Background: an optimization exercise with open tools, aiming at a short achievable clock period and few clock cycles. Do not read the settings as production practice.
Where RTL was checked, it was by simulation tests only, not by an equivalence proof against the original.
No functional check of the RTL was part of run 2.
No run shown here takes its clock network from TritonCTS; it comes from the design's own scripts or RTL.
No driver is modelled on the clock port, so clock power and skew are understated where the tree is cut down; a real chip needs a root buffer or a tree.
Power is estimated from default activity; no workload was simulated.

--- standard.sh ---
#!/bin/bash
# synth_recipe.tcl (not shown) runs the flow's synth.tcl, then flattens the netlist and writes it again
# the make line also repeats each setting of config.mk as NAME=value (left out here)
make -C /OpenROAD-flow-scripts/flow DESIGN_CONFIG=/design/flow/config.mk WORK_HOME=/design/flow/orfs CLKGATE_MAP_FILE= SYNTH_SCRIPT=/design/flow/synth_recipe.tcl "${@:-finish}"
--- design.v ---
package circuit_layout_pkg;
	localparam logic [8:0] CMD_LINE_FILLED = 9'd0;
	localparam logic [8:0] CMD_LINE_DASHED = 9'd1;
	localparam logic [8:0] CMD_SPRITE_V    = 9'd2;
	localparam logic [8:0] CMD_SPRITE_I    = 9'd3;
	localparam logic [8:0] CMD_SPRITE_R    = 9'd4;
	localparam logic [8:0] CMD_DOT         = 9'd5;
endpackage
`timescale 1ns/1ps
module circuit_layout_top (
	input  logic         clk,
	input  logic         rst,
	input  logic         elem_req,
	input  logic [31:0]  elem_rec,
	output logic         elem_ack,
	input  logic         run_req,
	output logic         run_ack,
	output logic         cmd_req,
	output logic [46:0]  cmd,
	input  logic         cmd_ack
);
	localparam int NE = 12;
	localparam int NN = 32;
	logic [4:0] in_a;
	logic [4:0] in_b;
	logic [1:0] in_k;
	assign in_a = elem_rec[31:27];
	assign in_b = elem_rec[26:22];
	assign in_k = elem_rec[21:20];
	logic [NE-1:0] neth;
	logic [NN-1:0] th;
	logic [NN-1:0] th_nx;
	logic [NN-1:0] deg1;
	logic [NN-1:0] deg2;
	logic [NE-1:0][4:0] tab_a;
	logic [NE-1:0][4:0] tab_b;
	logic [NE-1:0][1:0] tab_k;
	logic [NN-1:0] e0_oa;
	logic [NN-1:0] e0_ob;
	logic [2:0] settle;
	logic settled;
	logic [8:0] r0;
	logic [8:0] r1;
	function automatic logic [8:0] row0_fast(input logic [32:0] t);
		logic [8:0] r;
		r[0] = (t[1] & !t[2]) | (t[3] & !t[5]) | (t[6] & !t[8]) | (t[9] & !t[10]) | (t[11] & !t[12]) | (t[16] & !t[18]) | (t[19] & !t[20]) | (t[21] & !t[22]) | (t[23] & !t[25]) | (t[26] & !t[28]) | (t[30] & !t[32]);
		r[1] = (t[2] & !t[5]) | (t[6] & !t[7]) | (t[9] & !t[10]) | (t[12] & !t[13]) | (t[14] & !t[15]) | (t[16] & !t[17]) | (t[19] & !t[21]) | (t[23] & !t[26]) | (t[30] & !t[32]);
		r[2] = (t[6] & !t[7]) | (t[8] & !t[11]) | (t[12] & !t[14]) | (t[16] & !t[19]) | (t[23] & !t[30]);
		r[3] = (t[2] & !t[3]) | (t[5] & !t[8]) | (t[9] & !t[12]) | (t[16] & !t[23]);
		r[4] = !t[1] | (t[2] & !t[3]) | (t[4] & !t[5]) | (t[6] & !t[9]) | (t[16] & !t[32]);
		r[5] = !t[4] | (t[6] & !t[16]);
		r[6] = !t[1] | (t[2] & !t[6]);
		r[7] = !t[2];
		r[8] = 1'b0;
		row0_fast = r;
	endfunction
	function automatic logic [8:0] row1_fast(input logic [32:0] t);
		logic [8:0] r;
		r[0] = !t[32];
		r[1] = (t[2] & !t[3]) | (t[5] & !t[6]) | (t[8] & !t[9]) | (t[10] & !t[11]) | (t[12] & !t[16]) | (t[18] & !t[19]) | (t[20] & !t[21]) | (t[22] & !t[23]) | (t[25] & !t[26]) | (t[28] & !t[30]);
		r[2] = !t[3] | (t[7] & !t[8]) | (t[11] & !t[13]) | (t[14] & !t[15]) | (t[17] & !t[18]) | (t[20] & !t[22]) | (t[25] & !t[28]);
		r[3] = !t[3] | (t[5] & !t[8]) | (t[9] & !t[10]) | (t[11] & !t[12]) | (t[14] & !t[17]) | (t[20] & !t[25]);
		r[4] = !t[2] | (t[6] & !t[7]) | (t[9] & !t[11]) | (t[14] & !t[20]);
		r[5] = !t[3] | (t[4] & !t[5]) | (t[6] & !t[9]) | (t[14] & !t[32]);
		r[6] = (t[2] & !t[4]) | (t[6] & !t[14]);
		r[7] = (t[2] & !t[6]);
		r[8] = !t[2];
		row1_fast = r;
	endfunction
	function automatic logic [287:0] rows_all(input logic [32:0] t);
		logic [287:0] r;
		r[0] = (t[1] & !t[2]) | (t[3] & !t[5]) | (t[6] & !t[8]) | (t[9] & !t[10]) | (t[11] & !t[12]) | (t[16] & !t[18]) | (t[19] & !t[20]) | (t[21] & !t[22]) | (t[23] & !t[25]) | (t[26] & !t[28]) | (t[30] & !t[32]);
		r[1] = (t[2] & !t[5]) | (t[6] & !t[7]) | (t[9] & !t[10]) | (t[12] & !t[13]) | (t[14] & !t[15]) | (t[16] & !t[17]) | (t[19] & !t[21]) | (t[23] & !t[26]) | (t[30] & !t[32]);
		r[2] = (t[6] & !t[7]) | (t[8] & !t[11]) | (t[12] & !t[14]) | (t[16] & !t[19]) | (t[23] & !t[30]);
		r[3] = (t[2] & !t[3]) | (t[5] & !t[8]) | (t[9] & !t[12]) | (t[16] & !t[23]);
		r[4] = !t[1] | (t[2] & !t[3]) | (t[4] & !t[5]) | (t[6] & !t[9]) | (t[16] & !t[32]);
		r[5] = !t[4] | (t[6] & !t[16]);
		r[6] = !t[1] | (t[2] & !t[6]);
		r[7] = !t[2];
		r[8] = 1'b0;
		r[9] = !t[32];
		r[10] = (t[2] & !t[3]) | (t[5] & !t[6]) | (t[8] & !t[9]) | (t[10] & !t[11]) | (t[12] & !t[16]) | (t[18] & !t[19]) | (t[20] & !t[21]) | (t[22] & !t[23]) | (t[25] & !t[26]) | (t[28] & !t[30]);
		r[11] = !t[3] | (t[7] & !t[8]) | (t[11] & !t[13]) | (t[14] & !t[15]) | (t[17] & !t[18]) | (t[20] & !t[22]) | (t[25] & !t[28]);
		r[12] = !t[3] | (t[5] & !t[8]) | (t[9] & !t[10]) | (t[11] & !t[12]) | (t[14] & !t[17]) | (t[20] & !t[25]);
		r[13] = !t[2] | (t[6] & !t[7]) | (t[9] & !t[11]) | (t[14] & !t[20]);
		r[14] = !t[3] | (t[4] & !t[5]) | (t[6] & !t[9]) | (t[14] & !t[32]);
		r[15] = (t[2] & !t[4]) | (t[6] & !t[14]);
		r[16] = (t[2] & !t[6]);
		r[17] = !t[2];
		r[18] = (t[3] & !t[5]) | (t[6] & !t[8]) | (t[9] & !t[10]) | (t[11] & !t[12]) | (t[16] & !t[18]) | (t[19] & !t[20]) | (t[21] & !t[22]) | (t[23] & !t[25]) | (t[26] & !t[28]) | (t[30] & !t[32]);
		r[19] = (t[3] & !t[7]) | (t[8] & !t[11]) | (t[13] & !t[14]) | (t[15] & !t[17]) | (t[18] & !t[20]) | (t[22] & !t[25]) | (t[28] & !t[32]);
		r[20] = !t[6] | (t[14] & !t[16]) | (t[17] & !t[18]) | (t[19] & !t[21]) | (t[22] & !t[23]) | (t[26] & !t[28]) | (t[30] & !t[32]);
		r[21] = (t[3] & !t[6]) | (t[10] & !t[11]) | (t[12] & !t[13]) | (t[14] & !t[15]) | (t[17] & !t[19]) | (t[22] & !t[26]) | (t[30] & !t[32]);
		r[22] = (t[3] & !t[4]) | (t[6] & !t[7]) | (t[8] & !t[9]) | (t[10] & !t[12]) | (t[14] & !t[17]) | (t[22] & !t[30]);
		r[23] = !t[3] | (t[4] & !t[5]) | (t[6] & !t[8]) | (t[10] & !t[14]) | (t[22] & !t[32]);
		r[24] = !t[3] | (t[4] & !t[6]) | (t[10] & !t[22]);
		r[25] = (t[4] & !t[10]);
		r[26] = !t[4];
		r[27] = !t[32];
		r[28] = 1'b0;
		r[29] = !t[5] | (t[6] & !t[8]) | (t[9] & !t[10]) | (t[11] & !t[12]) | (t[16] & !t[18]) | (t[19] & !t[20]) | (t[21] & !t[22]) | (t[23] & !t[25]) | (t[26] & !t[28]) | (t[30] & !t[32]);
		r[30] = !t[5] | (t[6] & !t[7]) | (t[9] & !t[10]) | (t[12] & !t[13]) | (t[14] & !t[15]) | (t[16] & !t[17]) | (t[19] & !t[21]) | (t[23] & !t[26]) | (t[30] & !t[32]);
		r[31] = !t[6] | (t[7] & !t[8]) | (t[11] & !t[12]) | (t[14] & !t[16]) | (t[19] & !t[23]) | (t[30] & !t[32]);
		r[32] = !t[5] | (t[6] & !t[7]) | (t[9] & !t[11]) | (t[14] & !t[19]) | (t[30] & !t[32]);
		r[33] = !t[4] | (t[6] & !t[9]) | (t[14] & !t[30]);
		r[34] = (t[6] & !t[14]);
		r[35] = !t[6];
		r[36] = !t[5] | (t[6] & !t[8]) | (t[9] & !t[10]) | (t[11] & !t[12]) | (t[16] & !t[18]) | (t[19] & !t[20]) | (t[21] & !t[22]) | (t[23] & !t[25]) | (t[26] & !t[28]) | (t[30] & !t[32]);
		r[37] = !t[5] | (t[6] & !t[7]) | (t[9] & !t[10]) | (t[12] & !t[13]) | (t[14] & !t[15]) | (t[16] & !t[17]) | (t[19] & !t[21]) | (t[23] & !t[26]) | (t[30] & !t[32]);
		r[38] = (t[5] & !t[7]) | (t[9] & !t[10]) | (t[14] & !t[18]) | (t[20] & !t[21]) | (t[22] & !t[25]) | (t[26] & !t[28]);
		r[39] = !t[5] | (t[7] & !t[8]) | (t[10] & !t[13]) | (t[15] & !t[16]) | (t[17] & !t[19]) | (t[20] & !t[22]) | (t[23] & !t[26]) | (t[30] & !t[32]);
		r[40] = (t[5] & !t[6]) | (t[8] & !t[10]) | (t[11] & !t[12]) | (t[14] & !t[15]) | (t[17] & !t[20]) | (t[23] & !t[30]);
		r[41] = (t[6] & !t[7]) | (t[8] & !t[9]) | (t[11] & !t[14]) | (t[17] & !t[23]);
		r[42] = (t[5] & !t[6]) | (t[8] & !t[11]) | (t[17] & !t[32]);
		r[43] = !t[5] | (t[8] & !t[17]);
		r[44] = !t[8];
		r[45] = !t[32];
		r[46] = !t[6] | (t[8] & !t[9]) | (t[10] & !t[11]) | (t[12] & !t[16]) | (t[18] & !t[19]) | (t[20] & !t[21]) | (t[22] & !t[23]) | (t[25] & !t[26]) | (t[28] & !t[30]);
		r[47] = !t[6] | (t[7] & !t[9]) | (t[10] & !t[12]) | (t[13] & !t[14]) | (t[15] & !t[16]) | (t[17] & !t[19]) | (t[21] & !t[23]) | (t[26] & !t[30]);
		r[48] = (t[7] & !t[9]) | (t[10] & !t[14]) | (t[18] & !t[20]) | (t[21] & !t[22]) | (t[25] & !t[26]) | (t[28] & !t[32]);
		r[49] = !t[6] | (t[7] & !t[9]) | (t[11] & !t[12]) | (t[13] & !t[15]) | (t[17] & !t[18]) | (t[21] & !t[25]) | (t[28] & !t[32]);
		r[50] = (t[6] & !t[8]) | (t[10] & !t[11]) | (t[13] & !t[17]) | (t[21] & !t[28]);
		r[51] = (t[6] & !t[7]) | (t[10] & !t[13]) | (t[21] & !t[32]);
		r[52] = !t[6] | (t[10] & !t[21]);
		r[53] = !t[10];
		r[54] = !t[8] | (t[9] & !t[10]) | (t[11] & !t[12]) | (t[16] & !t[18]) | (t[19] & !t[20]) | (t[21] & !t[22]) | (t[23] & !t[25]) | (t[26] & !t[28]) | (t[30] & !t[32]);
		r[55] = !t[7] | (t[8] & !t[11]) | (t[13] & !t[14]) | (t[15] & !t[17]) | (t[18] & !t[20]) | (t[22] & !t[25]) | (t[28] & !t[32]);
		r[56] = (t[8] & !t[9]) | (t[10] & !t[11]) | (t[12] & !t[14]) | (t[17] & !t[20]) | (t[25] & !t[32]);
		r[57] = !t[7] | (t[8] & !t[10]) | (t[12] & !t[14]) | (t[16] & !t[18]) | (t[19] & !t[21]) | (t[22] & !t[23]) | (t[25] & !t[26]) | (t[28] & !t[30]);
		r[58] = !t[8] | (t[10] & !t[11]) | (t[13] & !t[15]) | (t[16] & !t[17]) | (t[19] & !t[22]) | (t[25] & !t[28]);
		r[59] = (t[7] & !t[8]) | (t[9] & !t[10]) | (t[12] & !t[13]) | (t[16] & !t[19]) | (t[25] & !t[32]);
		r[60] = (t[7] & !t[9]) | (t[12] & !t[16]) | (t[25] & !t[32]);
		r[61] = !t[7] | (t[12] & !t[25]);
		r[62] = !t[12];
		r[63] = !t[32];
		r[64] = 1'b0;
		r[65] = !t[32];
		r[66] = (t[8] & !t[9]) | (t[10] & !t[11]) | (t[12] & !t[16]) | (t[18] & !t[19]) | (t[20] & !t[21]) | (t[22] & !t[23]) | (t[25] & !t[26]) | (t[28] & !t[30]);
		r[67] = (t[8] & !t[11]) | (t[13] & !t[14]) | (t[15] & !t[17]) | (t[18] & !t[20]) | (t[22] & !t[25]) | (t[28] & !t[32]);
		r[68] = !t[9] | (t[10] & !t[12]) | (t[13] & !t[15]) | (t[18] & !t[22]) | (t[28] & !t[32]);
		r[69] = (t[8] & !t[10]) | (t[13] & !t[18]) | (t[28] & !t[32]);
		r[70] = !t[8] | (t[13] & !t[28]);
		r[71] = !t[13];
		r[72] = (t[9] & !t[10]) | (t[11] & !t[12]) | (t[16] & !t[18]) | (t[19] & !t[20]) | (t[21] & !t[22]) | (t[23] & !t[25]) | (t[26] & !t[28]) | (t[30] & !t[32]);
		r[73] = (t[9] & !t[10]) | (t[12] & !t[13]) | (t[14] & !t[15]) | (t[16] & !t[17]) | (t[19] & !t[21]) | (t[23] & !t[26]) | (t[30] & !t[32]);
		r[74] = !t[11] | (t[12] & !t[14]) | (t[16] & !t[19]) | (t[23] & !t[30]);
		r[75] = !t[10] | (t[11] & !t[18]) | (t[19] & !t[20]) | (t[21] & !t[22]) | (t[25] & !t[26]) | (t[28] & !t[30]);
		r[76] = (t[9] & !t[10]) | (t[13] & !t[14]) | (t[15] & !t[16]) | (t[17] & !t[19]) | (t[21] & !t[23]) | (t[25] & !t[28]);
		r[77] = !t[11] | (t[12] & !t[13]) | (t[15] & !t[17]) | (t[21] & !t[25]);
		r[78] = (t[9] & !t[12]) | (t[15] & !t[21]);
		r[79] = !t[9] | (t[15] & !t[32]);
		r[80] = !t[15];
		r[81] = !t[32];
		r[82] = (t[10] & !t[11]) | (t[12] & !t[16]) | (t[18] & !t[19]) | (t[20] & !t[21]) | (t[22] & !t[23]) | (t[25] & !t[26]) | (t[28] & !t[30]);
		r[83] = (t[11] & !t[13]) | (t[14] & !t[15]) | (t[17] & !t[18]) | (t[20] & !t[22]) | (t[25] & !t[28]);
		r[84] = !t[14] | (t[16] & !t[17]) | (t[18] & !t[19]) | (t[21] & !t[22]) | (t[23] & !t[26]) | (t[28] & !t[30]);
		r[85] = (t[13] & !t[14]) | (t[15] & !t[16]) | (t[17] & !t[18]) | (t[20] & !t[21]) | (t[23] & !t[25]) | (t[28] & !t[32]);
		r[86] = !t[10] | (t[11] & !t[12]) | (t[13] & !t[15]) | (t[17] & !t[20]) | (t[23] & !t[28]);
		r[87] = (t[11] & !t[13]) | (t[17] & !t[23]);
		r[88] = !t[11] | (t[17] & !t[32]);
		r[89] = !t[17];
		r[90] = (t[11] & !t[12]) | (t[16] & !t[18]) | (t[19] & !t[20]) | (t[21] & !t[22]) | (t[23] & !t[25]) | (t[26] & !t[28]) | (t[30] & !t[32]);
		r[91] = !t[11] | (t[13] & !t[14]) | (t[15] & !t[17]) | (t[18] & !t[20]) | (t[22] & !t[25]) | (t[28] & !t[32]);
		r[92] = (t[14] & !t[16]) | (t[17] & !t[18]) | (t[19] & !t[21]) | (t[22] & !t[23]) | (t[26] & !t[28]) | (t[30] & !t[32]);
		r[93] = (t[13] & !t[14]) | (t[15] & !t[16]) | (t[17] & !t[18]) | (t[20] & !t[21]) | (t[23] & !t[25]) | (t[28] & !t[32]);
		r[94] = !t[14] | (t[19] & !t[20]) | (t[22] & !t[23]) | (t[26] & !t[28]) | (t[30] & !t[32]);
		r[95] = !t[11] | (t[12] & !t[13]) | (t[15] & !t[17]) | (t[19] & !t[22]) | (t[26] & !t[30]);
		r[96] = (t[12] & !t[15]) | (t[19] & !t[26]);
		r[97] = !t[12] | (t[19] & !t[32]);
		r[98] = !t[19];
		r[99] = !t[32];
		r[100] = 1'b0;
		r[101] = !t[12] | (t[16] & !t[18]) | (t[19] & !t[20]) | (t[21] & !t[22]) | (t[23] & !t[25]) | (t[26] & !t[28]) | (t[30] & !t[32]);
		r[102] = (t[13] & !t[14]) | (t[15] & !t[17]) | (t[18] & !t[20]) | (t[22] & !t[25]) | (t[28] & !t[32]);
		r[103] = !t[14] | (t[16] & !t[17]) | (t[18] & !t[19]) | (t[21] & !t[22]) | (t[23] & !t[26]) | (t[28] & !t[30]);
		r[104] = !t[12] | (t[13] & !t[15]) | (t[16] & !t[18]) | (t[21] & !t[23]) | (t[28] & !t[32]);
		r[105] = (t[13] & !t[16]) | (t[21] & !t[28]);
		r[106] = !t[13] | (t[21] & !t[32]);
		r[107] = !t[21];
		r[108] = (t[16] & !t[18]) | (t[19] & !t[20]) | (t[21] & !t[22]) | (t[23] & !t[25]) | (t[26] & !t[28]) | (t[30] & !t[32]);
		r[109] = !t[13] | (t[14] & !t[15]) | (t[16] & !t[17]) | (t[19] & !t[21]) | (t[23] & !t[26]) | (t[30] & !t[32]);
		r[110] = (t[14] & !t[18]) | (t[20] & !t[21]) | (t[22] & !t[25]) | (t[26] & !t[28]);
		r[111] = (t[13] & !t[15]) | (t[17] & !t[18]) | (t[21] & !t[25]) | (t[28] & !t[32]);
		r[112] = !t[15] | (t[16] & !t[19]) | (t[20] & !t[21]) | (t[22] & !t[23]) | (t[26] & !t[28]) | (t[30] & !t[32]);
		r[113] = !t[13] | (t[14] & !t[16]) | (t[17] & !t[20]) | (t[22] & !t[26]) | (t[30] & !t[32]);
		r[114] = (t[14] & !t[17]) | (t[22] & !t[30]);
		r[115] = !t[14] | (t[22] & !t[32]);
		r[116] = !t[22];
		r[117] = !t[32];
		r[118] = !t[16] | (t[18] & !t[19]) | (t[20] & !t[21]) | (t[22] & !t[23]) | (t[25] & !t[26]) | (t[28] & !t[30]);
		r[119] = !t[14] | (t[15] & !t[16]) | (t[17] & !t[19]) | (t[21] & !t[23]) | (t[26] & !t[30]);
		r[120] = (t[14] & !t[16]) | (t[19] & !t[23]) | (t[30] & !t[32]);
		r[121] = !t[18] | (t[19] & !t[20]) | (t[21] & !t[22]) | (t[25] & !t[26]) | (t[28] & !t[30]);
		r[122] = !t[14] | (t[15] & !t[17]) | (t[19] & !t[21]) | (t[25] & !t[28]);
		r[123] = (t[15] & !t[19]) | (t[25] & !t[32]);
		r[124] = !t[15] | (t[25] & !t[32]);
		r[125] = !t[25];
		r[126] = (t[16] & !t[18]) | (t[19] & !t[20]) | (t[21] & !t[22]) | (t[23] & !t[25]) | (t[26] & !t[28]) | (t[30] & !t[32]);
		r[127] = (t[15] & !t[17]) | (t[18] & !t[20]) | (t[22] & !t[25]) | (t[28] & !t[32]);
		r[128] = (t[17] & !t[20]) | (t[25] & !t[32]);
		r[129] = !t[20];
		r[130] = !t[16] | (t[18] & !t[19]) | (t[21] & !t[22]) | (t[23] & !t[25]) | (t[26] & !t[28]) | (t[30] & !t[32]);
		r[131] = !t[15] | (t[17] & !t[18]) | (t[21] & !t[23]) | (t[26] & !t[30]);
		r[132] = (t[17] & !t[21]) | (t[26] & !t[32]);
		r[133] = !t[17] | (t[26] & !t[32]);
		r[134] = !t[26];
		r[135] = !t[32];
		r[136] = 1'b0;
		r[137] = !t[32];
		r[138] = 1'b0;
		r[139] = !t[16] | (t[18] & !t[19]) | (t[20] & !t[21]) | (t[22] & !t[23]) | (t[25] & !t[26]) | (t[28] & !t[30]);
		r[140] = !t[17] | (t[18] & !t[20]) | (t[22] & !t[25]) | (t[28] & !t[32]);
		r[141] = (t[18] & !t[22]) | (t[28] & !t[32]);
		r[142] = !t[18] | (t[28] & !t[32]);
		r[143] = !t[28];
		r[144] = !t[18] | (t[19] & !t[20]) | (t[21] & !t[22]) | (t[23] & !t[25]) | (t[26] & !t[28]) | (t[30] & !t[32]);
		r[145] = !t[17] | (t[19] & !t[21]) | (t[23] & !t[26]) | (t[30] & !t[32]);
		r[146] = !t[19] | (t[23] & !t[30]);
		r[147] = !t[23];
		r[148] = !t[18] | (t[19] & !t[20]) | (t[21] & !t[22]) | (t[23] & !t[25]) | (t[26] & !t[28]) | (t[30] & !t[32]);
		r[149] = !t[17] | (t[19] & !t[21]) | (t[23] & !t[26]) | (t[30] & !t[32]);
		r[150] = (t[19] & !t[23]) | (t[30] & !t[32]);
		r[151] = !t[19] | (t[30] & !t[32]);
		r[152] = !t[30];
		r[153] = !t[32];
		r[154] = (t[18] & !t[19]) | (t[20] & !t[21]) | (t[22] & !t[23]) | (t[25] & !t[26]) | (t[28] & !t[30]);
		r[155] = !t[18] | (t[20] & !t[22]) | (t[25] & !t[28]);
		r[156] = (t[20] & !t[25]);
		r[157] = !t[18] | (t[19] & !t[21]) | (t[22] & !t[23]) | (t[25] & !t[26]) | (t[28] & !t[30]);
		r[158] = !t[19] | (t[20] & !t[22]) | (t[25] & !t[28]);
		r[159] = (t[20] & !t[25]);
		r[160] = !t[20];
		r[161] = !t[32];
		r[162] = (t[19] & !t[20]) | (t[21] & !t[22]) | (t[23] & !t[25]) | (t[26] & !t[28]) | (t[30] & !t[32]);
		r[163] = !t[20] | (t[22] & !t[25]) | (t[28] & !t[32]);
		r[164] = (t[19] & !t[21]) | (t[22] & !t[23]) | (t[26] & !t[28]) | (t[30] & !t[32]);
		r[165] = !t[19] | (t[22] & !t[26]) | (t[30] & !t[32]);
		r[166] = !t[19] | (t[20] & !t[21]) | (t[23] & !t[25]) | (t[26] & !t[28]);
		r[167] = !t[20] | (t[22] & !t[23]) | (t[26] & !t[30]);
		r[168] = (t[22] & !t[26]);
		r[169] = !t[22];
		r[170] = !t[32];
		r[171] = !t[32];
		r[172] = 1'b0;
		r[173] = !t[20] | (t[21] & !t[22]) | (t[23] & !t[25]) | (t[26] & !t[28]) | (t[30] & !t[32]);
		r[174] = !t[21] | (t[23] & !t[26]) | (t[30] & !t[32]);
		r[175] = !t[20] | (t[21] & !t[22]) | (t[25] & !t[26]) | (t[28] & !t[32]);
		r[176] = !t[21] | (t[23] & !t[25]) | (t[28] & !t[30]);
		r[177] = (t[23] & !t[28]);
		r[178] = !t[23];
		r[179] = !t[32];
		r[180] = (t[21] & !t[22]) | (t[23] & !t[25]) | (t[26] & !t[28]) | (t[30] & !t[32]);
		r[181] = !t[21] | (t[23] & !t[26]) | (t[30] & !t[32]);
		r[182] = !t[21] | (t[22] & !t[25]) | (t[26] & !t[28]);
		r[183] = !t[22] | (t[23] & !t[26]) | (t[30] & !t[32]);
		r[184] = !t[21] | (t[22] & !t[25]) | (t[26] & !t[28]);
		r[185] = !t[22] | (t[23] & !t[26]) | (t[30] & !t[32]);
		r[186] = (t[23] & !t[30]);
		r[187] = !t[23];
		r[188] = !t[32];
		r[189] = !t[32];
		r[190] = (t[22] & !t[23]) | (t[25] & !t[26]) | (t[28] & !t[30]);
		r[191] = !t[23] | (t[26] & !t[30]);
		r[192] = !t[22] | (t[25] & !t[26]) | (t[28] & !t[32]);
		r[193] = !t[22] | (t[23] & !t[26]) | (t[30] & !t[32]);
		r[194] = !t[23] | (t[25] & !t[28]) | (t[30] & !t[32]);
		r[195] = (t[25] & !t[30]);
		r[196] = !t[25];
		r[197] = !t[32];
		r[198] = (t[23] & !t[25]) | (t[26] & !t[28]) | (t[30] & !t[32]);
		r[199] = !t[25] | (t[28] & !t[32]);
		r[200] = (t[25] & !t[32]);
		r[201] = !t[23] | (t[25] & !t[26]) | (t[28] & !t[30]);
		r[202] = !t[23] | (t[26] & !t[30]);
		r[203] = !t[25] | (t[26] & !t[28]);
		r[204] = (t[26] & !t[32]);
		r[205] = !t[26];
		r[206] = !t[32];
		r[207] = !t[32];
		r[208] = 1'b0;
		r[209] = !t[32];
		r[210] = (t[25] & !t[26]) | (t[28] & !t[30]);
		r[211] = !t[26] | (t[30] & !t[32]);
		r[212] = !t[25] | (t[28] & !t[30]);
		r[213] = (t[28] & !t[32]);
		r[214] = !t[28];
		r[215] = !t[32];
		r[216] = !t[25] | (t[26] & !t[28]) | (t[30] & !t[32]);
		r[217] = !t[26] | (t[30] & !t[32]);
		r[218] = !t[30];
		r[219] = (t[25] & !t[26]) | (t[28] & !t[30]);
		r[220] = (t[26] & !t[30]);
		r[221] = (t[25] & !t[26]) | (t[28] & !t[32]);
		r[222] = !t[25] | (t[28] & !t[32]);
		r[223] = !t[28];
		r[224] = !t[32];
		r[225] = !t[32];
		r[226] = !t[26] | (t[28] & !t[30]);
		r[227] = !t[28];
		r[228] = !t[26] | (t[28] & !t[30]);
		r[229] = !t[26] | (t[30] & !t[32]);
		r[230] = !t[28] | (t[30] & !t[32]);
		r[231] = (t[30] & !t[32]);
		r[232] = !t[30];
		r[233] = !t[32];
		r[234] = !t[28] | (t[30] & !t[32]);
		r[235] = (t[28] & !t[32]);
		r[236] = !t[28] | (t[30] & !t[32]);
		r[237] = (t[28] & !t[32]);
		r[238] = !t[32];
		r[239] = !t[28] | (t[30] & !t[32]);
		r[240] = (t[30] & !t[32]);
		r[241] = !t[30];
		r[242] = !t[32];
		r[243] = !t[32];
		r[244] = 1'b0;
		r[245] = !t[28] | (t[30] & !t[32]);
		r[246] = (t[28] & !t[32]);
		r[247] = 1'b0;
		r[248] = (t[28] & !t[30]);
		r[249] = !t[28];
		r[250] = !t[32];
		r[251] = !t[32];
		r[252] = (t[30] & !t[32]);
		r[253] = (t[30] & !t[32]);
		r[254] = 1'b0;
		r[255] = !t[32];
		r[256] = !t[32];
		r[257] = !t[30];
		r[258] = 1'b0;
		r[259] = !t[32];
		r[260] = !t[32];
		r[261] = !t[32];
		r[262] = !t[30];
		r[263] = !t[30];
		r[264] = (t[30] & !t[32]);
		r[265] = 1'b0;
		r[266] = (t[30] & !t[32]);
		r[267] = !t[30];
		r[268] = !t[32];
		r[269] = !t[32];
		r[270] = !t[32];
		r[271] = !t[32];
		r[272] = !t[32];
		r[273] = 1'b0;
		r[274] = !t[32];
		r[275] = !t[32];
		r[276] = 1'b0;
		r[277] = !t[32];
		r[278] = !t[32];
		r[279] = !t[32];
		r[280] = 1'b0;
		r[281] = !t[32];
		r[282] = 1'b0;
		r[283] = 1'b0;
		r[284] = 1'b0;
		r[285] = !t[32];
		r[286] = !t[32];
		r[287] = !t[32];
		rows_all = r;
	endfunction
	logic [NN-1:0] hit_a;
	logic [NN-1:0] hit_b;
	logic store;
	logic st_q;
	logic [4:0] a_q;
	logic [4:0] b_q;
	logic [1:0] k_q;
	assign store = elem_req && !elem_ack && !neth[NE-1] && (in_k != 2'd3);
	assign settled = settle[2] && settle[1];
	logic [NN-1:0] tin_q;
	always_ff @(posedge clk) begin
		a_q <= in_a;
		b_q <= in_b;
		k_q <= in_k;
		for (int n = 0; n < NN; n++) begin
			tin_q[n] <= (in_a >= 5'(n)) | (in_b >= 5'(n));
		end
	end
	always_comb begin
		for (int n = 0; n < NN; n++) begin
			hit_a[n] = (a_q == 5'(n));
			hit_b[n] = (b_q == 5'(n));
		end
		th_nx = th | tin_q;
	end
	always_ff @(posedge clk) begin
		if (rst) begin
			elem_ack <= 1'b0;
			neth <= '0;
			th <= '0;
			deg1 <= '0;
			deg2 <= '0;
			settle <= '0;
			st_q <= 1'b0;
			r0 <= '0;
			r1 <= '0;
		end else begin
			elem_ack <= elem_req;
			st_q <= store;
			if (st_q) begin
				settle <= '0;
			end else if (!(settle[2] && settle[1])) begin
				settle <= settle + 3'd1;
			end
			if (st_q) begin
				r0 <= row0_fast({1'b0, th_nx});
				r1 <= row1_fast({1'b0, th_nx});
				neth <= {neth[NE-2:0], 1'b1};
				th <= th_nx;
				deg1 <= deg1 | hit_a | hit_b;
				deg2 <= deg2 | (hit_a & hit_b) | (deg1 & (hit_a | hit_b));
			end
		end
	end
	always_ff @(posedge clk) begin
		if (st_q && !neth[0]) begin
			e0_oa <= hit_a;
			e0_ob <= hit_b;
			tab_k[0] <= k_q;
		end
		for (int i = 1; i < NE; i++) begin
			if (st_q && !neth[i] && neth[i - 1]) begin
				tab_a[i] <= a_q;
				tab_b[i] <= b_q;
				tab_k[i] <= k_q;
			end
		end
	end
	logic [NE-1:0] noh;
	assign noh = neth & ~{1'b0, neth[NE-1:1]};
	logic [NN-1:0][8:0] row_c;
	logic [9:0] sl0_c;
	logic [9:0] dl0_c;
	assign row_c = rows_all({1'b0, th});
	function automatic int sprite_left(input int e, input int ne);
		sprite_left = 20 + e * ((640 - 2 * 20) / ne) + ((640 - 2 * 20) / ne) / 2 - 44 / 2;
	endfunction
	function automatic int dot_left(input int e, input int ne);
		dot_left = 20 + e * ((640 - 2 * 20) / ne) + ((640 - 2 * 20) / ne) / 2 - 6 / 2;
	endfunction
	logic [9:0] sp_c;
	always_comb begin
		sp_c = '0;
		sl0_c = '0;
		dl0_c = '0;
		for (int i = 0; i < NE; i++) begin
			if (noh[i]) begin
				sp_c = sp_c | 10'((640 - 2 * 20) / (i + 1));
				sl0_c = sl0_c | 10'(sprite_left(0, i + 1));
				dl0_c = dl0_c | 10'(dot_left(0, i + 1));
			end
		end
	end
	logic [NN-1:0][8:0] row_s;
	logic [9:0] sl0;
	logic [9:0] dl0;
	logic [9:0] sp;
	always_ff @(posedge clk) begin
		row_s <= row_c;
		sl0 <= sl0_c;
		dl0 <= dl0_c;
		sp <= sp_c;
	end
	function automatic logic [8:0] row_of(input logic [NN-1:0] oh, input logic [NN-1:0][8:0] rows);
		logic [8:0] r;
		r = '0;
		for (int n = 0; n < NN; n++) begin
			if (oh[n]) begin
				r = r | rows[n];
			end
		end
		row_of = r;
	endfunction
	function automatic logic [17:0] row_of2(input logic [NN-1:0] oh, input logic [NN-1:0][8:0] rows);
		logic [8:0] lo;
		logic [8:0] hi;
		lo = '0;
		hi = '0;
		for (int n = 0; n < NN / 2; n++) begin
			if (oh[n]) begin
				lo = lo | rows[n];
			end
			if (oh[n + NN / 2]) begin
				hi = hi | rows[n + NN / 2];
			end
		end
		row_of2 = {hi, lo};
	endfunction
	function automatic logic [2:0] sprite_kind(input logic [1:0] k);
		case (k)
			2'd0: sprite_kind = 3'd2;
			2'd1: sprite_kind = 3'd3;
			default: sprite_kind = 3'd4;
		endcase
	endfunction
	logic [17:0] e0_pa, e0_pb;
	logic [8:0] e0_ra, e0_rb;
	logic [8:0] e0_ra2, e0_rb2;
	logic [9:0] e0_dab, e0_dba;
	logic [8:0] e0_top, e0_h, e0_da, e0_db;
	logic [2:0] e0_sk;
	logic [NE-1:0] eoh;
	logic [NE-1:0] peoh;
	logic [NE-1:0] pn_e;
	logic [4:0] pn_a_c, pn_b_c;
	logic [1:0] pn_k_c;
	logic [4:0] pn_a, pn_b;
	logic [1:0] pn_k;
	logic [NN-1:0] pn_oa, pn_ob;
	logic [2:0] pn_sk;
	logic [9:0] pn_sl, pn_dl;
	logic [17:0] pn_pa, pn_pb;
	logic [8:0] pn_ra2, pn_rb2;
	logic [9:0] pn_dab, pn_dba;
	logic [8:0] pn_top, pn_h, pn_da, pn_db;
	assign peoh = {eoh[NE-2:0], 1'b0};
	always_comb begin
		pn_a_c = '0;
		pn_b_c = '0;
		pn_k_c = '0;
		for (int i = 1; i < NE; i++) begin
			if (peoh[i]) begin
				pn_a_c = pn_a_c | tab_a[i];
				pn_b_c = pn_b_c | tab_b[i];
				pn_k_c = pn_k_c | tab_k[i];
			end
		end
	end
	always_ff @(posedge clk) begin
		e0_pa <= row_of2(e0_oa, row_s);
		e0_pb <= row_of2(e0_ob, row_s);
		e0_ra <= e0_pa[17:9] | e0_pa[8:0];
		e0_rb <= e0_pb[17:9] | e0_pb[8:0];
		e0_sk <= sprite_kind(tab_k[0]);
		e0_ra2 <= e0_ra;
		e0_rb2 <= e0_rb;
		e0_dab <= {1'b0, e0_ra} - {1'b0, e0_rb};
		e0_dba <= {1'b0, e0_rb} - {1'b0, e0_ra};
		e0_da <= e0_ra - 9'(10 / 2);
		e0_db <= e0_rb - 9'(10 / 2);
		e0_top <= e0_dab[9] ? e0_ra2 : e0_rb2;
		e0_h <= e0_dab[9] ? e0_dba[8:0] : e0_dab[8:0];
		pn_e <= peoh;
		pn_a <= pn_a_c;
		pn_b <= pn_b_c;
		pn_k <= pn_k_c;
		for (int n = 0; n < NN; n++) begin
			pn_oa[n] <= (pn_a == 5'(n));
			pn_ob[n] <= (pn_b == 5'(n));
		end
		pn_sk <= sprite_kind(pn_k);
		pn_pa <= row_of2(pn_oa, row_s);
		pn_pb <= row_of2(pn_ob, row_s);
		pn_ra2 <= pn_pa[17:9] | pn_pa[8:0];
		pn_rb2 <= pn_pb[17:9] | pn_pb[8:0];
		pn_dab <= {1'b0, pn_pa[17:9] | pn_pa[8:0]} - {1'b0, pn_pb[17:9] | pn_pb[8:0]};
		pn_dba <= {1'b0, pn_pb[17:9] | pn_pb[8:0]} - {1'b0, pn_pa[17:9] | pn_pa[8:0]};
		pn_da <= (pn_pa[17:9] | pn_pa[8:0]) - 9'(10 / 2);
		pn_db <= (pn_pb[17:9] | pn_pb[8:0]) - 9'(10 / 2);
		pn_top <= pn_dab[9] ? pn_ra2 : pn_rb2;
		pn_h <= pn_dab[9] ? pn_dba[8:0] : pn_dab[8:0];
	end
	logic phase;               
	logic [8:0] y;             
	logic [8:0] y_nx;          
	logic first;               
	logic [8:0] rp;            
	logic [NN-1:0] fs;         
	logic [NN-1:0] ts;         
	logic [1:0] sub;           
	logic [2:0] d_sk;
	logic [8:0] d_top, d_h, d_da, d_db;
	logic [9:0] d_sl, d_dl;
	logic cr;
	logic ra;
	logic started;
	logic done;
	logic cmd_valid;
	logic cmd_last;
	logic step;
	logic has;
	logic issue;
	logic ld_try;
	logic ld_ok;
	logic last_e;
	logic track;
	logic track_q;
	logic dstep;
	logic [46:0] nx;
	assign has = neth[0];
	assign issue = !cr && !cmd_ack && run_req && !ra && !done && has && cmd_valid;
	assign ld_try = started && ((cr && cmd_ack) || !cmd_valid) && !cmd_last;
	assign ld_ok = !phase || settled;
	assign last_e = !(|(peoh & neth));
	assign track = !started || !phase || (eoh[0] && sub == 2'd0);
	assign dstep = step && phase && sub == 2'd2;
	always_comb begin
		if (!started) begin
			nx = {(deg2[0] ? circuit_layout_pkg::CMD_LINE_FILLED : circuit_layout_pkg::CMD_LINE_DASHED),
				9'd1, 10'((640 - 2 * 20)), r0, 10'(20)};
		end else if (!phase) begin
			nx = {(fs[0] ? circuit_layout_pkg::CMD_LINE_FILLED : circuit_layout_pkg::CMD_LINE_DASHED),
				9'd1, 10'((640 - 2 * 20)), y, 10'(20)};
		end else begin
			case (sub)
				2'd0: nx = {9'(d_sk), d_h, 10'(44), d_top, d_sl};
				2'd1: nx = {circuit_layout_pkg::CMD_DOT, 9'(10), 10'(6), d_da, d_dl};
				default: nx = {circuit_layout_pkg::CMD_DOT, 9'(10), 10'(6), d_db, d_dl};
			endcase
		end
	end
	always_ff @(posedge clk) begin
		if (rst) begin
			cmd_req <= 1'b0;
			run_ack <= 1'b0;
			cr <= 1'b0;
			ra <= 1'b0;
			started <= 1'b0;
			done <= 1'b0;
			cmd_valid <= 1'b0;
			step <= 1'b0;
		end else begin
			cr <= cr ? !cmd_ack : issue;
			cmd_req <= cmd_req ? !cmd_ack : issue;
			if (issue) begin
				started <= 1'b1;
				if (cmd_last) begin
					done <= 1'b1;
				end
			end
			if (run_ack) begin
				if (!run_req) begin
					run_ack <= 1'b0;
				end
			end else if (run_req && !cr && !cmd_ack && (done || !has)) begin
				run_ack <= 1'b1;
			end
			if (ra) begin
				if (!run_req) begin
					ra <= 1'b0;
				end
			end else if (run_req && !cr && !cmd_ack && (done || !has)) begin
				ra <= 1'b1;
				done <= 1'b0;
				started <= 1'b0;
			end
			step <= 1'b0;
			if (!started) begin
				cmd_valid <= 1'b1;
			end else if (ld_try) begin
				cmd_valid <= ld_ok;
				step <= ld_ok;
			end
		end
	end
	logic cmd_ld;
	logic [46:0] cmd_hold;
	assign cmd_ld = !started || (ld_try && ld_ok);
	always_ff @(posedge clk) begin
		cmd <= cmd_ld ? nx : cmd_hold;
		if (cmd_ld) begin
			cmd_last <= started && phase && (sub == 2'd2) && last_e;
		end
	end
	always_ff @(posedge clk) begin
		if (rst) begin
			cmd_hold <= '0;
		end else if (cmd_ld) begin
			cmd_hold <= nx;
		end
	end
	always_ff @(posedge clk) begin
		rp <= row_s[1] - row_s[0];
	end
	always_ff @(posedge clk) begin
		if (!started) begin
			phase <= !th[1];
			y <= r1;
			first <= 1'b1;
			fs <= deg2 >> 1;
			ts <= th >> 2;
			eoh <= NE'(1);
			sub <= 2'd0;
		end else if (step) begin
			if (!phase) begin
				first <= 1'b0;
				y <= first ? row_s[2] : y_nx;
				y_nx <= first ? row_s[3] : y_nx + rp;
				fs <= fs >> 1;
				ts <= ts >> 1;
				if (!ts[0]) begin
					phase <= 1'b1;
				end
			end else if (sub == 2'd2) begin
				sub <= 2'd0;
				eoh <= peoh;
			end else begin
				sub <= sub + 2'd1;
			end
		end
	end
	always_ff @(posedge clk) begin
		track_q <= track;
		pn_sl <= d_sl + sp;
		pn_dl <= d_dl + sp;
	end
	always_ff @(posedge clk) begin
		if (track_q) begin
			d_sk <= e0_sk;
			d_top <= e0_top;
			d_h <= e0_h;
			d_da <= e0_da;
			d_db <= e0_db;
			d_sl <= sl0;
			d_dl <= dl0;
		end else if (dstep) begin
			d_sk <= pn_sk;
			d_top <= pn_top;
			d_h <= pn_h;
			d_da <= pn_da;
			d_db <= pn_db;
			d_sl <= pn_sl;
			d_dl <= pn_dl;
		end
	end
endmodule
--- constraint.sdc ---
create_clock -name core_clock -period 5.0 [get_ports {clk}]
set_input_delay 1.0000 -clock core_clock [delete_from_list [all_inputs] [get_ports {clk}]]
set_output_delay 1.0000 -clock core_clock [all_outputs]
set_load 0.01 [all_outputs]
--- flow/pre_cts.tcl ---
# Replace TritonCTS with a two-level tree (mytree.tcl); the rest of ORFS's
# CTS step (legalisation, timing repair) runs unchanged.
source [file join [file dirname [info script]] mytree.tcl]
rename clock_tree_synthesis _orfs_clock_tree_synthesis
proc clock_tree_synthesis {args} {
  mytree_build 16 4
}
--- flow/run.sh ---
#!/bin/bash
# ORFS's standard flow with its clock tree step replaced by flow/mytree.tcl.
set -euo pipefail
bash standard.sh PRE_CTS_TCL="$PWD/flow/pre_cts.tcl" finish > standard_flow.log 2>&1
--- config.mk ---
export PLATFORM = sky130hd
export DESIGN_NAME = circuit_layout_top
export DESIGN_NICKNAME = circuit_layout_top
export VERILOG_FILES = /design/flow/design.v
export SDC_FILE = /design/flow/constraint.sdc
export NUM_CORES = 4
export LEC_CHECK = 0
export ABC_CLOCK_PERIOD_IN_PS = 2000
export CAP_MARGIN = 20
export CORE_MARGIN = 2
export CORE_UTILIZATION = 50
export SETUP_SLACK_MARGIN = 3.0
export SLEW_MARGIN = 20
export TNS_END_PERCENT = 100
--- flow/mytree.tcl ---
# Two-level clock tree: the clock port drives a few root buffers, each root
# buffer drives leaf buffers placed at k-means centroids of the flip-flops.
proc mytree_build {leaf_size nroot} {
  set block [ord::get_db_block]
  set db [ord::get_db]
  set clknet [$block findNet clk]
  set master [$db findMaster sky130_fd_sc_hd__clkbuf_16]
  set sinks {}
  foreach it [$clknet getITerms] {
    set inst [$it getInst]
    lassign [$inst getLocation] x y
    set w [[$inst getMaster] getWidth]
    set h [[$inst getMaster] getHeight]
    lappend sinks [list $it [expr {$x + $w / 2}] [expr {$y + $h / 2}]]
  }
  set n [llength $sinks]
  set k [expr {int(ceil(double($n) / $leaf_size))}]
  # k-means, seeded along the sink order sorted by x
  set sorted [lsort -real -index 1 $sinks]
  set cx {}; set cy {}
  for {set i 0} {$i < $k} {incr i} {
    set s [lindex $sorted [expr {int(($i + 0.5) * $n / $k)}]]
    lappend cx [lindex $s 1]; lappend cy [lindex $s 2]
  }
  for {set iter 0} {$iter < 30} {incr iter} {
    set sx [lrepeat $k 0.0]; set sy [lrepeat $k 0.0]; set cnt [lrepeat $k 0]
    set assign {}
    foreach s $sinks {
      set x [lindex $s 1]; set y [lindex $s 2]
      set best 0; set bd 1e30
      for {set i 0} {$i < $k} {incr i} {
        set dx [expr {$x - [lindex $cx $i]}]; set dy [expr {$y - [lindex $cy $i]}]
        set d [expr {$dx*$dx + $dy*$dy}]
        if {$d < $bd} { set bd $d; set best $i }
      }
      lappend assign $best
      lset sx $best [expr {[lindex $sx $best] + $x}]
      lset sy $best [expr {[lindex $sy $best] + $y}]
      lset cnt $best [expr {[lindex $cnt $best] + 1}]
    }
    for {set i 0} {$i < $k} {incr i} {
      if {[lindex $cnt $i] > 0} {
        lset cx $i [expr {[lindex $sx $i] / [lindex $cnt $i]}]
        lset cy $i [expr {[lindex $sy $i] / [lindex $cnt $i]}]
      }
    }
  }
  # leaf buffers
  set leaves {}
  for {set i 0} {$i < $k} {incr i} {
    if {[lindex $cnt $i] == 0} { lappend leaves {}; continue }
    set inst [odb::dbInst_create $block $master "ctsl_$i"]
    $inst setLocation [expr {int([lindex $cx $i])}] [expr {int([lindex $cy $i])}]
    $inst setPlacementStatus PLACED
    set net [odb::dbNet_create $block "clkl_$i"]
    $net setSigType CLOCK
    [$inst findITerm X] connect $net
    lappend leaves [list $inst [lindex $cx $i] [lindex $cy $i]]
  }
  set idx 0
  foreach s $sinks {
    set i [lindex $assign $idx]
    set it [lindex $s 0]
    $it disconnect
    $it connect [$block findNet "clkl_$i"]
    incr idx
  }
  # root buffers: split the leaves by angle around their centre
  set lv {}
  foreach l $leaves { if {$l ne {}} { lappend lv $l } }
  set mx 0.0; set my 0.0
  foreach l $lv { set mx [expr {$mx + [lindex $l 1]}]; set my [expr {$my + [lindex $l 2]}] }
  set mx [expr {$mx / [llength $lv]}]; set my [expr {$my / [llength $lv]}]
  set la {}
  foreach l $lv { lappend la [list [lindex $l 0] [lindex $l 1] [lindex $l 2] [expr {atan2([lindex $l 2] - $my, [lindex $l 1] - $mx)}]] }
  set la [lsort -real -index 3 $la]
  set nl [llength $la]
  for {set r 0} {$r < $nroot} {incr r} {
    set grp [lrange $la [expr {$r * $nl / $nroot}] [expr {($r + 1) * $nl / $nroot - 1}]]
    set gx 0.0; set gy 0.0
    foreach l $grp { set gx [expr {$gx + [lindex $l 1]}]; set gy [expr {$gy + [lindex $l 2]}] }
    set gx [expr {$gx / [llength $grp]}]; set gy [expr {$gy / [llength $grp]}]
    set inst [odb::dbInst_create $block $master "ctsr_$r"]
    $inst setLocation [expr {int($gx)}] [expr {int($gy)}]
    $inst setPlacementStatus PLACED
    set net [odb::dbNet_create $block "clkr_$r"]
    $net setSigType CLOCK
    [$inst findITerm X] connect $net
    [$inst findITerm A] connect $clknet
    foreach l $grp { [[lindex $l 0] findITerm A] connect $net }
  }
  puts "mytree: $n sinks, $nl leaf buffers, $nroot root buffers"
}
==> flow_summary_export.csv, run 1 <==
group,metric,value,unit
die,die_x,303,um
cells_and_area,seq_area,26700,um2
timing,slew_viol_final,0,
clocking,hold_buffers,0,
global_routing,grt_pass1_wl,222000,um
routing,viasPerCell,6.42,
setup_path,worstSetupPathType,"reg2reg",
logic_synthesis,synth-xor-area-share,1.55,%
power,peakVddDrop,345,uV
setup_path,ff2ff_path_depth,4,
power,power_density,355,nW/um2
routing,first_iter_violations,4246,
placed_design,gp_congestion,1.02,
setup_path,endpoint,"r0[2]",
cells_and_area,nets,4180,
global_routing,grt_util_all_layers,32.7,%
routing,m1WireLength,61600,um
cells_and_area,multi_input_area,17200,um2
routing,wire_per_inst,29.6,um
logic_synthesis,ys_types,71,
routing,dr.pass1.iters,26,
logic_synthesis,syn_inst,4070,
die,die_area,91800,um2
timing,period_needed,2.00,ns
placed_design,post-dp-hpwl,108000,um
setup_path,critPathMaxFanout,11,
logic_synthesis,synth_nets,4187,
routing,drtAntennaViolNets,0,
logic_synthesis,synthAdderAreaFrac,3.09,%
power,total_power,17.6,mW
setup_path,critPathLaunchType,"register",
timing,period_share,40.0,%
logic_synthesis,yosys_warnings,1,
logic_synthesis,yosys.area_share.simple,13.0,%
routing,drc_errors,0,
die,ios,87,
timing,hold_violations,0,
flow_run,drv_cap,0,
logic_synthesis,ys_ff_latch,1162,
setup_path,end_kind,"register",
placed_design,portBuffers,66,
logic_synthesis,yosys-mux-area-fraction,3.76,%
global_routing,grt_max_degree,71,
routing,finalWirelength,155000,um
worst_hold_path,hold_class,"reg2reg",
logic_synthesis,ys.flop_type,"dfxtp_1",
timing,rsz0062_at_grt,"yes",
timing,maxSlewHeadroom,25.3,%
timing,setup_viol,0,
logic_synthesis,synth_top_area_share,36.9,%
logic_synthesis,synth_edf_count,338,
setup_path,cp-startpoint,"th[11]",
setup_path,r2r_start,"th[11]",
placed_design,place_area,46100,um2
logic_synthesis,yosysSeqAreaShare,59.6,%
timing,skew,0.104,ns
cells_and_area,fin_util,56.0,%
global_routing,overflow,0,
logic_synthesis,avgSynthCellArea,11.0,um2
setup_path,arrival,2.37,ns
setup_path,regToRegEndpoint,"r0[2]",
logic_synthesis,synth_top_family_by_area,"compound AO/OA/AOI/OAI gates",
logic_synthesis,synth.area.top_cells,"dfxtp_1 (37%), edfxtp_1 (23%), nor2_1 (3.3%), mux2_2 (3.2%), a22o_1 (2.9%)",
die,rows,109,
worst_hold_path,min_from,"e0_dba[0]",
logic_synthesis,syn_area,44700,um2
setup_path,cp.required,5.37,ns
clocking,clk_pin_slew,0.08,ns
routing,dr_wl_met2,69100,um
logic_synthesis,synth_compound_area_share,15.3,%
outcome,status,"finished clean",
setup_path,r2r_slack,3.00,ns
routing,wl_met3,15000,um
routing,vias,33600,
clocking,clock_latency,0.57,ns
cells_and_area,fillers,7591,
timing,worstMarginPinSlew,1.12,ns
power,p_leak,18.7,nW
die,die_y,303,um
timing,fmax,0.501,GHz
die,coreArea,88500,um2
cells_and_area,final_area,49500,um2
die,start_util,50.5,%
cells_and_area,area_growth,10.8,%
global_routing,grt_pass1_vias,32200,
logic_synthesis,synth_commonest_cells,"dfxtp_1 (824), nor2_1 (389), edfxtp_1 (338)",
routing,routed.top_layer,"met5",
logic_synthesis,yosysMostFrequentCell,"dfxtp_1",
global_routing,antenna_found_initial,3,
timing,final.setup.tns,0,ns
logic_synthesis,postSynth.asyncResetShare,0,%
cells_and_area,drive_above_1_share,15.0,%
logic_synthesis,yosys.area.top_type,"dfxtp_1",
flip-flops by register name (all words and copies together), names as in the netlist, 47 cells and up:
register  flops
row_s       171
tab_a        55
tab_b        55
cmd          47
cmd_hold     47
stage by stage:
stage / setup slack (ns) / instances / hold WS [ns]
2_1_floorplan: 2.67 / 4070 / 0.310
3_3_place_gp: 1.13 / 5066 / 0.314
3_5_place_dp: 1.12 / 5066 / 0.313
4_1_cts: 2.60 / 5195 / 0.313
5_1_grt: 2.90 / 5226 / 0.337
6_report: 3.00 / 5228 / 0.329
report_power, final:
| part | internal, mW | total (mW) | switching, mW |
|---|---|---|---|
| registers | 10.1 | 10.7 | 0.615 |
| clock network | 2.68 | 5.59 | 2.91 |
| logic | 0.551 | 1.31 | 0.756 |
cell families (layout without fill, tap and decap cells):
group                    Yosys count  after routing
XOR/XNOR                          79             79
other                              0              2
AND/OR/NAND/NOR                 1168           1176
adder cells (fa/ha/maj)          112            112
flip-flops                      1162           1162
AO/OA/AOI/OAI                    964            966
buffers and inverters            433            414
multiplexers                     152            152
how the worst min path moves through the flow:
stage | to | slack [ns] | depth (start not counted)
finish | e0_h[0] | 0.33 | 0
global route | pn_h[0] | 0.34 | 0
detailed placement | e0_h[0] | 0.31 | 0
floorplan | e0_h[0] | 0.31 | 0
global placement | pn_h[0] | 0.31 | 0
CTS | e0_h[0] | 0.31 | 0
cell usage in the layout (no fill, tap or decap), types with 19 or more instances in the layout:
master	netlist	routed
a22o_1	148	148
nand3b_1	21	21
a22oi_1	118	117
nand2_1	206	203
clkbuf_16	0	77
nor3_1	59	55
maj3_1	32	32
nor2_1	389	369
or3_1	23	23
clkbuf_2	0	24
mux2_2	128	128
mux2i_1	24	23
and2_1	20	19
nand3_1	86	85
dfxtp_1	824	763
a222oi_1	45	45
buf_6	3	31
ha_1	72	60
dfxtp_2	0	51
and3_1	35	30
o21ai_0	179	166
a221oi_1	137	137
nor2b_1	82	75
xnor2_1	69	69
nand2b_1	51	46
inv_1	161	149
nand4_1	72	72
a211oi_1	20	20
or2_2	35	34
nor4_1	22	21
edfxtp_1	338	338
buf_4	0	80
a21oi_1	200	190
metal layers:
metal / vias to the layer above / global-route usage [%]
met3: 482 / 7.21
li1: 14800 / -
met5: - / 1.19
met2: 1901 / 51.8
met4: 4 / 15.0
met1: 16400 / 42.7
layout make-up:
cell class	count	share of cell area, %
inverter	169	1.32
tap	1165	2.94
multi-input combinational	2485	34.8
buffer	77	3.89
sequential	1162	54.0
antenna	2	0.0101
timing repair buffer	168	3.08
worst max-delay path, stage by stage, from the launching register on:
cell and delay, ns:
dfxtp_1 0.65, or2_2 0.28, o21ai_0 0.16, nor4_4 0.64, nor3_1 0.11
timing repair:
item	in CTS	in global routing
gates resized for setup	235	234
setup buffers	40	30
cloned	12	1
pin swaps	54	30
endpoints found under the setup margin	607	358
Testbench counts, summed over its fixed seeds: cycles 13,860.
==> run 2: changes to the inputs <==
--- a/design.v
+++ b/design.v
@@ -30,6 +30,8 @@
 	logic [NE-1:0] neth;
 	logic [NN-1:0] th;
 	logic [NN-1:0] th_nx;
+	logic [NN-1:0] th_r;
+	logic [NN-1:0] th_r_nx;
 	logic [NN-1:0] deg1;
 	logic [NN-1:0] deg2;
 	logic [NE-1:0][4:0] tab_a;
@@ -383,6 +385,7 @@
 			hit_b[n] = (b_q == 5'(n));
 		end
 		th_nx = th | tin_q;
+		th_r_nx = (neth[0] ? th_r : '0) | tin_q;
 	end
 	always_ff @(posedge clk) begin
 		if (rst) begin
@@ -404,8 +407,8 @@
 				settle <= settle + 3'd1;
 			end
 			if (st_q) begin
-				r0 <= row0_fast({1'b0, th_nx});
-				r1 <= row1_fast({1'b0, th_nx});
+				r0 <= row0_fast({1'b0, th_r_nx});
+				r1 <= row1_fast({1'b0, th_r_nx});
 				neth <= {neth[NE-2:0], 1'b1};
 				th <= th_nx;
 				deg1 <= deg1 | hit_a | hit_b;
@@ -414,6 +417,11 @@
 		end
 	end
 	always_ff @(posedge clk) begin
+		if (st_q) begin
+			th_r <= th_r_nx;
+		end
+	end
+	always_ff @(posedge clk) begin
 		if (st_q && !neth[0]) begin
 			e0_oa <= hit_a;
 			e0_ob <= hit_b;
@@ -566,6 +574,7 @@
 	logic [8:0] y_nx;          
 	logic first;               
 	logic [8:0] rp;            
+	logic [8:0] y_add;         
 	logic [NN-1:0] fs;         
 	logic [NN-1:0] ts;         
 	logic [1:0] sub;           
@@ -672,6 +681,7 @@
 	end
 	always_ff @(posedge clk) begin
 		rp <= row_s[1] - row_s[0];
+		y_add <= y_nx + rp;
 	end
 	always_ff @(posedge clk) begin
 		if (!started) begin
@@ -686,7 +696,7 @@
 			if (!phase) begin
 				first <= 1'b0;
 				y <= first ? row_s[2] : y_nx;
-				y_nx <= first ? row_s[3] : y_nx + rp;
+				y_nx <= first ? row_s[3] : y_add;
 				fs <= fs >> 1;
 				ts <= ts >> 1;
 				if (!ts[0]) begin
==> flow_summary_export.csv, run 2 <==
group,metric,value,unit
timing,postLayoutSetupSlackWorst,2.92,ns
timing,rsz0062_at_grt,"yes",
setup_path,cp.required,4.00,ns
setup_path,cpPeakStageDelay,0.41,ns
global_routing,overflow,0,
routing,dr.pass1.iters,10,
setup_path,cp_num_buf_inv,1,
logic_synthesis,syn_inst,4129,
global_routing,grt_util_all_layers,33.2,%
setup_path,critPathMaxFanout,1,
worst_hold_path,hold_class,"reg2reg",
routing,vias,33900,
cells_and_area,largest_reg_flops,171,
global_routing,grtUsageMet1,45.3,%
cells_and_area,final_common_cell,"dfxtp_1",
global_routing,grt_pass1_vias,32200,
routing,wire_per_inst,30.3,um
logic_synthesis,synth_commonest_cells,"dfxtp_1 (833), nor2_1 (372), edfxtp_1 (365)",
setup_path,crit_path_top_delay_cell,"dfxtp_1",
timing,slew_viol_final,0,
die,die_y,307,um
cells_and_area,regMostFlops,"row_s",
flow_run,drv_cap,0,
timing,setup_viol,0,
setup_path,path_delay_family,"flip-flops",
placed_design,place_area,47400,um2
placed_design,portBuffers,66,
setup_path,crit_chain,"dlymetal6s2s_1",
logic_synthesis,yosys.area.top_type,"dfxtp_1",
routing,drc_errors,0,
power,peakVddDrop,324,uV
setup_path,arrival,1.08,ns
outcome,status,"finished clean",
cells_and_area,fillers,7749,
logic_synthesis,yosysSeqAreaShare,60.3,%
timing,period_needed,2.08,ns
timing,final.setup.tns,0,ns
timing,skew,0.0817,ns
logic_synthesis,synth_edf_count,365,
global_routing,antenna_found_initial,4,
global_routing,grt_pass1_wl,230000,um
timing,hold_violations,0,
logic_synthesis,ys_ff_latch,1198,
setup_path,critPathLaunchType,"register",
cells_and_area,final_cells,5317,
clocking,clock_latency,0.56,ns
logic_synthesis,ys_types,72,
cells_and_area,final_cell_mix,"dfxtp_1 (788), edfxtp_1 (365), nor2_1 (344)",
placed_design,dp_slack,1.40,ns
placed_design,gp_congestion,1.03,
logic_synthesis,ys.flop_type,"dfxtp_1",
logic_synthesis,postSynth.asyncResetShare,0,%
logic_synthesis,synth_top_area_share,36.4,%
timing,fmax,0.480,GHz
logic_synthesis,syn_area,45900,um2
die,die_area,94100,um2
clocking,clk_pin_slew,0.06,ns
timing,period_share,41.7,%
routing,finalWirelength,161000,um
setup_path,end_kind,"primary output",
routing,viasPerCell,6.38,
logic_synthesis,synth_nets,4246,
clocking,hold_buffers,0,
placed_design,placed_cells,5155,
cells_and_area,final_area,51000,um2
placed_design,post-dp-hpwl,115000,um
logic_synthesis,yosysMostFrequentCell,"dfxtp_1",
global_routing,top_usage_layer,"met2",
setup_path,worstSetupPathType,"reg2out",
routing,first_iter_violations,4761,
power,total_power,18.2,mW
cells_and_area,drive_above_1_share,14.9,%
power,power_density,357,nW/um2
global_routing,use_met3,7.01,%
die,ios,87,
power,p_leak,19.2,nW
global_routing,grt_max_degree,111,
die,coreArea,91200,um2
cells_and_area,nets,4249,
die,die_x,307,um
die,rows,111,
global_routing,use_met2,52.3,%
routing,drtAntennaViolNets,0,
die,start_util,50.3,%
cells_and_area,area_growth,11.1,%
logic_synthesis,avgSynthCellArea,11.1,um2
timing,maxSlewHeadroom,37.3,%
logic_synthesis,synth.area.top_cells,"dfxtp_1 (36%), edfxtp_1 (24%), mux2_2 (3.5%), nor2_1 (3.0%), a22o_1 (2.9%)",
cells_and_area,reg_top3,"row_s: 171 flops, tab_a: 55 flops, tab_b: 55 flops",
timing,worstMarginPinSlew,0.940,ns
logic_synthesis,yosys_warnings,1,
[run 2: cell count changes in the layout (fill, tap and decap cells not counted), sizes merged, moves of 10 or more]
cell,before,now
edfxtp,338,365
buf,132,119
nor3,60,34
and3,35,24
nor2,390,374
nor2b,82,72
mux2,128,144
nand3,86,96
nand2,208,234
o21ai,179,168
a21oi,200,233
[run 2: final timing paths]
| check | from | to | slack, ns | cells past startpoint |
|---|---|---|---|---|
| min reg2reg | e0_dba[0] | e0_h[0] | 0.32 | 0 |
| max reg2reg | pn_pb[0] | pn_dab[6] | 2.95 | 11 |
| min | e0_dba[0] | e0_h[0] | 0.32 | 0 |
| max | cmd[4] | cmd[4] | 2.92 | 1 |
[run 2: layer usage]
layer,wire (um),up-vias,part of all wire [%]
met2,71400,1820,44
met5,27,-,0.017
li1,-,15100,-
met1,66700,16600,41
met3,15300,412,9.5
met4,7680,4,4.8
[run 2: area by class of cell]
class | instances | area [um2] | share of cell area, %
flip-flops and latches | 1198 | 27700 | 54.4
multi-input cells | 2504 | 17400 | 34.1
inverters | 179 | 697 | 1.37
plain buffers | 79 | 1980 | 3.88
well taps | 1186 | 1480 | 2.91
repair buffers | 170 | 1670 | 3.28
diodes | 1 | 2.50 | 0.00491
[run 2: metrics by stage]
step	util, %	hold slack (ns)
after floorplan	-	0.310
after global placement	51.9	0.311
after detailed placement	51.9	0.312
after CTS	55.5	0.312
after global routing	55.8	0.334
final	55.8	0.323
[run 2: what timing repair did]
item | in CTS | in global routing
resized for setup | 261 | 186
setup buffers | 57 | 14
pin swaps | 43 | 18
setup endpoints to repair | 557 | 207
cloned | 11 | 0
[run 2: power by group]
group / total, mW / internal, mW / switching [mW]
Sequential: 11.1 / 10.5 / 0.649
Combinational: 1.37 / 0.571 / 0.800
Clock: 5.73 / 2.75 / 2.98
Total: 18.2 / 13.8 / 4.43
[run 2: cells by family (layout without fill, tap and decap cells)]
family / Yosys count / after routing / share of synthesized area, %
other cells: 0 / 1 / 0
fa+ha+maj: 112 / 112 / 3.01
xor+xnor: 76 / 76 / 1.45
flops: 1198 / 1198 / 60.3
mux: 163 / 163 / 3.95
compound gates: 1012 / 1014 / 15.5
simple gates: 1134 / 1139 / 12.2
buf+inv: 434 / 428 / 3.60

port drivers added, routing unchanged:
The flow's constraints put no driver on any port. The routed layouts listed below were extracted and timed again, unchanged, in two steps. Step 1 assumes that a clkbuf_16 drives the clock port and a buf_2 every other input. Step 2 times the ports against the registers' clock, not the clock port: input delays grow and output delays shrink by t, the midpoint of the rising clock arrivals with the driver on. a / b / c = ideal / step 1 / step 2; a / b = the first two.
run | shift t [ns] | slack for setup (ns) | slew at the worst register clock pin (ns)
run 1 | 0.677 | 3.002 / 2.849 / 2.516 | 0.11 / 0.11
run 2 | 0.675 | 2.915 / 2.753 / 2.487 | 0.10 / 0.10
After both steps every run listed still meets setup and hold. The setup slack of run 1, which loses most, moves by -0.153 ns with the drivers and by -0.486 ns with both steps.
